Context: an optimization exercise on an open-source flow, tuned for small area, a short achievable clock period and few clock cycles per item. The choices shown serve that exercise and are no tape-out recipe. Power is estimated from default activity; no workload was simulated.

// tap_tempo_averager_core
module tap_tempo_averager_core #(
    parameter int COUNT_WIDTH = 16,
    parameter int TIME_WIDTH  = 32,
    parameter int FRAC_BITS   = 8
) (
    input  logic                               aclk,
    input  logic                               aresetn,
    input  logic                               s_tvalid,
    output logic                               s_tready,
    input  logic [((TIME_WIDTH+7)/8)*8-1:0]    s_tdata,
    input  logic                               s_tuser,
    output logic                               m_tvalid,
    input  logic                               m_tready,
    output logic [47:0]                        m_tdata,
    output logic [2:0]                         m_tuser,
    input  logic                               cfg_we,
    input  logic [7:0]                         cfg_wdata
);
clock: 10.0 ns
lec_check: 0
cap_margin: 20
core_margin: 2
core_utilization: 40
slew_margin: 20
tns_end_percent: 5
standard.sh (not shown) runs the stock make flow with config.mk's settings and CLKGATE_MAP_FILE= SYNTH_SCRIPT=/design/flow/synth_recipe.tcl, a recipe that flattens the netlist after the stock synthesis.
==> flow/flow/run.sh <==
#!/bin/bash
set -euo pipefail
bash standard.sh SETUP_SLACK_MARGIN=6.5 finish > standard_flow.log 2>&1
Edit:
--- a/flow/design.v
+++ b/flow/design.v
@@ -91,14 +91,20 @@
     assign t15q = {ta, 4'd0} - {4'd0, ta};
     assign c15  = {ceil_r, 4'd0} - {4'd0, ceil_r};
     assign t15c = {c15, 8'd0};
     assign ceilq = {ceil_r, 8'd0};
     assign big   = |da[31:24];
     assign ovf   = (da[31:8] == 24'd0) && (da[7:0] <= 8'd234);
     logic a_acc, b_take;
+    logic        a_gap;
+    logic [31:0] a_sum;
+    assign a_gap = (a_st == A_GAP);
+    assign a_sum = (a_gap ? da : {8'd0, da[23:0]})
+                 + (a_gap ? ~prev : {7'd0, da[23:0], 1'b0})
+                 + {31'd0, a_gap};
     assign s_tready = rdy;
     assign a_acc    = s_tvalid && s_tready;
     always_ff @(posedge aclk) begin
         if (!aresetn) begin
             a_st  <= A_IDLE;
             a_cyc <= '0;
             rdy   <= 1'b0;
@@ -130,19 +136,19 @@
                 default: a_st <= A_IDLE;
             endcase
         end
     end
     always_ff @(posedge aclk) begin
         case (a_st)
             A_IDLE: da <= s_tdata[31:0];
-            A_GAP:  da <= da - prev;
+            A_GAP:  da <= a_sum;
             default: ;
         endcase
         case (a_st)
-            A_G3:   if (!hv) d3 <= {1'b0, da[23:0], 1'b0} + {2'b0, da[23:0]};
+            A_G3:   if (!hv) d3 <= a_sum[25:0];
             A_M15:  d3 <= big ? 26'd0 : ((ovf || cgt_n) ? {6'd0, t15c} : {6'd0, t15q});
             default: ;
         endcase
         case (a_st)
             A_GAP:  ra <= 24'(TNUM >> TSTEPS);
             A_DIV:  ra <= ra_nx;
             default: ;
@@ -325,20 +331,18 @@
     assign rlo     = lt30_n;
     assign wlo     = lt40_n;
     assign rhi     = gt120_n || (!lt120_n && (c || q30lo_n || (r30_n != 4'd0) || u0_n));
     assign whi     = gt90_n  || (!lt90_n  && (c || (r90_n != 2'd0) || (r30_n != 4'd0) || u0_n));
     assign restart = rlo | rhi;
     assign st_res  = restart ? 3'd3 : ((wlo | whi) ? 3'd2 : 3'd1);
     logic b_load, b_short, b_done, b_adv;
-    logic b_take_i, b_load_f, b_ldf_spec, b_ld_any;
+    logic b_take_i, b_load_f;
     assign b_take_i = (b_st == B_IDLE) && hv && (!mv || !(hclr || count == 16'd0));
     assign b_short  = b_take_i && (hclr || count == 16'd0);
-    assign b_ldf_spec = (b_st == B_FIN) && hv && !hclr;
-    assign b_load_f = b_ldf_spec && !restart;
-    assign b_ld_any = (b_take_i && !b_short) || b_ldf_spec;
+    assign b_load_f = (b_st == B_FIN) && hv && !hclr && !restart;
     assign b_load   = (b_take_i && !b_short) || b_load_f;
     assign b_take   = b_take_i || b_load_f;
     assign b_adv   = !(cyc_is(bth, 1) && mv);
     assign b_done  = (b_st == B_FIN);
     always_ff @(posedge aclk) begin
         if (!aresetn) begin
             b_st  <= B_IDLE;
@@ -347,15 +351,15 @@
                 B_IDLE: if (b_load) b_st <= B_DIV;
                 B_DIV:  if (b_adv && bth[ACYC-2]) b_st <= B_FIN;
                 default: b_st <= b_load_f ? B_DIV : B_IDLE;
             endcase
         end
     end
     always_ff @(posedge aclk) begin
-        if (b_ld_any) begin
+        if (b_load) begin
             rb    <= 16'(s15_acc >> (ASTEPS - 2));
             bbits <= s15_acc[ASTEPS-3 -: K];
             ts    <= TSW'(ta);
             bth   <= '0;
             r30   <= '0;  r90 <= '0;  r40 <= '0;  r3 <= '0;
             gt30  <= 1'b0; lt30 <= 1'b0; gt90 <= 1'b0; lt90 <= 1'b0;
             gt40  <= 1'b0; lt40 <= 1'b0; gt120 <= 1'b0; lt120 <= 1'b0;
@@ -394,15 +398,15 @@
                     n3    <= '0;
                     nsat  <= 1'b0;
                     s15   <= '0;
                 end else begin
                     if (!nsat) count <= count + 16'd1;
                     if (count < 16'hFFFE) n3 <= n3 + 18'd3;
                     if (count == 16'hFFFE) nsat <= 1'b1;
-                    if (b_ldf_spec) s15 <= s15_acc;
+                    if (b_load_f) s15 <= s15_acc;
                 end
             end else if (b_load) begin
                 s15 <= s15_acc;
             end
         end
     end
     always_ff @(posedge aclk) begin
Design area came out lower by 1.1%.
Count of clock-buffer cells in the layout came out lower by 3.
Power came out higher by 8.9%.
Register-to-register slack is about the same.
Utilization came out higher by 1.0 points.
First-iteration DRC count came out higher by 50%.
Via count came out higher by 1.1%.
Worst hold slack degrades by 0.0060 ns.
No run of this note included a check of the RTL's function; only the layout flow was run.

==> separate check: timing with driven ports <==
The results above use ideal ports. As a check the final layouts listed here were re-extracted and re-timed, cells and wires unchanged. Step 1, drivers: a clkbuf_16 drives aclk and a buf_2 each remaining input, both assumed. Step 2 adds t to the input delays and takes it off the output delays; t is the mean of the earliest and latest rising clock arrival at the registers after step 1. Input paths then give back, and output paths get back, about the clock's delay inside the block. a / b / c = ideal ports / drivers / drivers and shift; a / b = the first two.
run | t, ns | setup WS [ns] | worst hold slack (ns) | worst setup path at the end
the first run | 0.647 | 6.297 / 6.297 / 5.814 | 0.453 / 0.453 / 0.453 | input to register
the second run | 0.635 | 6.292 / 6.292 / 5.965 | 0.447 / 0.447 / 0.447 | input to register
After both steps setup and hold are still met in every run listed. The setup slack of the first run, which loses most, moves by 0.000 ns with the drivers and by -0.483 ns with both steps.
